Background: an optimization exercise with open tools, aiming at small area, a short achievable clock period and few clock cycles. Do not read the settings as production practice. Where RTL was checked, it was by simulation tests only, not by an equivalence proof against the original.

## the reference run
// alu_seq
module alu_seq #(
    parameter int XLEN    = 32,
    parameter int SHAMT_W = $clog2(XLEN)
) (
    input  logic                clk,
    input  logic                rst_n,
    input  logic                flush,
    input  logic                in_valid,
    output logic                in_ready,
    input  logic [ALU_OP_W-1:0] op,
    input  logic                alu_src,
    input  logic [XLEN-1:0]     src1,
    input  logic [XLEN-1:0]     src2,
    input  logic [XLEN-1:0]     imm,
    output logic                out_valid,
    input  logic                out_ready,
    output logic [XLEN-1:0]     result,
    output logic                zero,
    output logic                busy
);
Size in the first run: ~120 flip-flops, about 140 I/O pins, ~31000 sq um of cells after synthesis.
Settings: LEC_CHECK=0, ABC_AREA=1, CAP_MARGIN=20, CORE_MARGIN=2, CORE_UTILIZATION=40, PLACE_DENSITY=0.6, SETUP_SLACK_MARGIN=5, SLEW_MARGIN=20; clock period 12.0 ns.
run.sh (not shown) runs the stock make flow with config.mk's settings and CLKGATE_MAP_FILE= SYNTH_SCRIPT=/design/flow/synth_recipe.tcl, a recipe that flattens the netlist after the stock synthesis.
The reference run has completed all stages; timing, DRC and antenna checks passed.
Modified inputs, the trial run compared to the reference run
--- a/flow/design.v
+++ b/flow/design.v
@@ -135,17 +135,17 @@
     logic                p32_q;      
     logic                v0_q;
     logic [XLEN-1:0]     r0_q;       
     logic [XLEN-1:0] op2;
     logic            accept, wr, xadv, head_free, x_fin, x_wp;
     logic            in_mul, in_div, in_sgn, in_sa, in_sb;
     assign op2       = alu_src ? imm : src2;
     assign head_free = !v0_q || out_ready;
-    assign in_ready  = !xv_q || (x_fin && head_free);
+    assign in_ready  = !xv_q || (x_fin && !is_daln && head_free);
     assign accept    = in_valid && in_ready && !flush;
     assign wr        = xv_q && x_fin && head_free;
     assign xadv      = !(x_fin || x_wp) || head_free;
     assign in_mul = (op[4:2] == 3'b100);
     assign in_div = (op[4:2] == 3'b101);
     assign in_sgn = in_div && !op[0];
     assign in_sa  = in_sgn && src1[XLEN-1];
     assign in_sb  = in_sgn && op2[XLEN-1];
Results
The trial run ended with every stage complete and zero timing, DRC or antenna violations.
Comparing share of cells above drive strength 1 for the reference run and the trial run, the smaller number came from the trial run.
[compare] base=the reference run new=the trial run: cell count ~0 delta; non-clock buffer count fell 2; clock-pin slew on the worst setup and hold paths shrank by 0.02 ns; netlist area before placement barely changed.
Function was not checked in any run of this note: the RTL went through the layout flow alone.

--- another note on this design; it stands on its own ---

Setup of main:
==> flow/design.v (excerpt) <==
module alu_seq #(
    parameter int XLEN    = 32,
    parameter int SHAMT_W = $clog2(XLEN)
) (
    input  logic                clk,
    input  logic                rst_n,
    input  logic                flush,
    input  logic                in_valid,
    output logic                in_ready,
    input  logic [ALU_OP_W-1:0] op,
    input  logic                alu_src,
    input  logic [XLEN-1:0]     src1,
    input  logic [XLEN-1:0]     src2,
    input  logic [XLEN-1:0]     imm,
    output logic                out_valid,
    input  logic                out_ready,
    output logic [XLEN-1:0]     result,
    output logic                zero,
    output logic                busy
);
Settings: LEC_CHECK=0, ABC_AREA=1, CAP_MARGIN=20, CORE_MARGIN=2, CORE_UTILIZATION=40, PLACE_DENSITY=0.6, SETUP_SLACK_MARGIN=5, SLEW_MARGIN=20; clock period 12.0 ns.
standard.sh (not shown) runs the stock make flow with config.mk's settings and CLKGATE_MAP_FILE= SYNTH_SCRIPT=/design/flow/synth_recipe.tcl, a recipe that flattens the netlist after the stock synthesis.
==> flow/flow/run.sh <==
#!/bin/bash
# Layout: the standard flow (standard.sh, all steps unchanged) with one
# setting added: every input and output port still gets its own buffer, but
# the buffer is a sky130_fd_sc_hd__buf_2 rather than the default delay cell.
# make's full output goes to make_finish.log here; ORFS keeps each step's
# log under orfs/logs/.
set -euo pipefail
bash standard.sh finish "BUFFER_PORTS_ARGS=-buffer_cell sky130_fd_sc_hd__buf_2" > make_finish.log 2>&1
Testbench counts of main, summed over its fixed seeds: cycles 8,485.
Setup changes, main to the feature branch
Settings: swapping 40 for 65 in CORE_UTILIZATION; swapping 0.6 for 0.7 in PLACE_DENSITY.
==> flow/run.sh (new file) <==
#!/bin/bash
# synth_recipe.tcl (not shown) runs the flow's synth.tcl, then flattens the netlist and writes it again
# the make line also repeats each setting of config.mk as NAME=value (left out here)
make -C /OpenROAD-flow-scripts/flow DESIGN_CONFIG=/design/flow/config.mk WORK_HOME=/design/flow/orfs CLKGATE_MAP_FILE= SYNTH_SCRIPT=/design/flow/synth_recipe.tcl finish
removed: flow/flow/run.sh
removed: flow/standard.sh
## What came out
Sort main and the feature branch by quantity of gates resized following cts asc -> top: the feature branch. Instance area at placement (the feature branch vs. main) decreases slightly. The feature branch -> main: mux share of post-synthesis cell area flat. The feature branch: it failed during global routing, and the tool reported GRT-0116. Compared with main, in the feature branch instance count after placement with tap cells included decreased by 439 relative to the old numbers, initial standard-cell utilization of the core increased by 26 points relative to the old numbers.


alu_seq again, from the RTL that the note above started with.
clock: 12.0 ns
lec_check: 0
abc_area: 1
cap_margin: 20
core_margin: 2
core_utilization: 45
place_density: 0.6
setup_slack_margin: 5
slew_margin: 20
==> flow/flow/run.sh <==
#!/bin/bash
# Layout: the standard flow (standard.sh, all steps unchanged) with one
# setting added: every input and output port still gets its own buffer, but
# the buffer is a sky130_fd_sc_hd__buf_1 rather than the default delay cell.
# make's full output goes to make_finish.log here; ORFS keeps each step's
# log under orfs/logs/.
set -euo pipefail
bash standard.sh finish "BUFFER_PORTS_ARGS=-buffer_cell sky130_fd_sc_hd__buf_1" > make_finish.log 2>&1
The starting point passed the timing, DRC and antenna checks.
Testbench counts at the start, summed over its fixed seeds: cycles 8,485.
Rerun with:
- CORE_UTILIZATION: 45 -> 40
Outcome: The new run completed with no timing, DRC or antenna violations. Worst setup slack gains 0.23 ns. Design area barely changes. Routed wire length barely changes. Via count goes down by 4.1%. Global-route usage goes down by 6.5 points. First-iteration DRC count goes down by 24%.
Rerun with:
==> flow/run.sh (new file) <==
#!/bin/bash
# synth_recipe.tcl (not shown) runs the flow's synth.tcl, then flattens the netlist and writes it again
# the make line also repeats each setting of config.mk as NAME=value (left out here)
make -C /OpenROAD-flow-scripts/flow DESIGN_CONFIG=/design/flow/config.mk WORK_HOME=/design/flow/orfs CLKGATE_MAP_FILE= SYNTH_SCRIPT=/design/flow/synth_recipe.tcl finish
removed: flow/flow/run.sh
removed: flow/standard.sh
- cell area goes up by 2.8%

afterwards: timing with drivers on the ports:
The flow's constraints put no driver on any port. The routed layouts listed below were extracted and timed again, unchanged, in two steps.
Step 1 sets driving cells, clkbuf_16 on the clock port and buf_2 on the other inputs (assumed; they add their load-dependent delay and slew).
Step 2 adds t to the input delays and takes it off the output delays; t is the mean of the earliest and latest rising clock arrival at the registers after step 1. Input paths then give back, and output paths get back, about the clock's delay inside the block.
Three values: ideal ports, drivers, drivers and shift; two values: the first two.
run | t (ns) | setup slack, ns | pins driven straight from the clock port
the reference run | 0.584 | 4.948 / 4.948 / 4.948 | 1
the trial run | 0.548 | 4.792 / 4.792 / 4.792 | 1
main | 0.597 | 4.838 / 4.838 / 4.838 | 1
the first run of note 3 | 0.579 | 4.717 / 4.717 / 4.717 | 1
the second run of note 3 | 0.606 | 4.951 / 4.951 / 4.951 | 1
the third run of note 3 | 0.615 | 4.956 / 4.942 / 4.956 | 1
After both steps setup and hold are still met in every run listed.
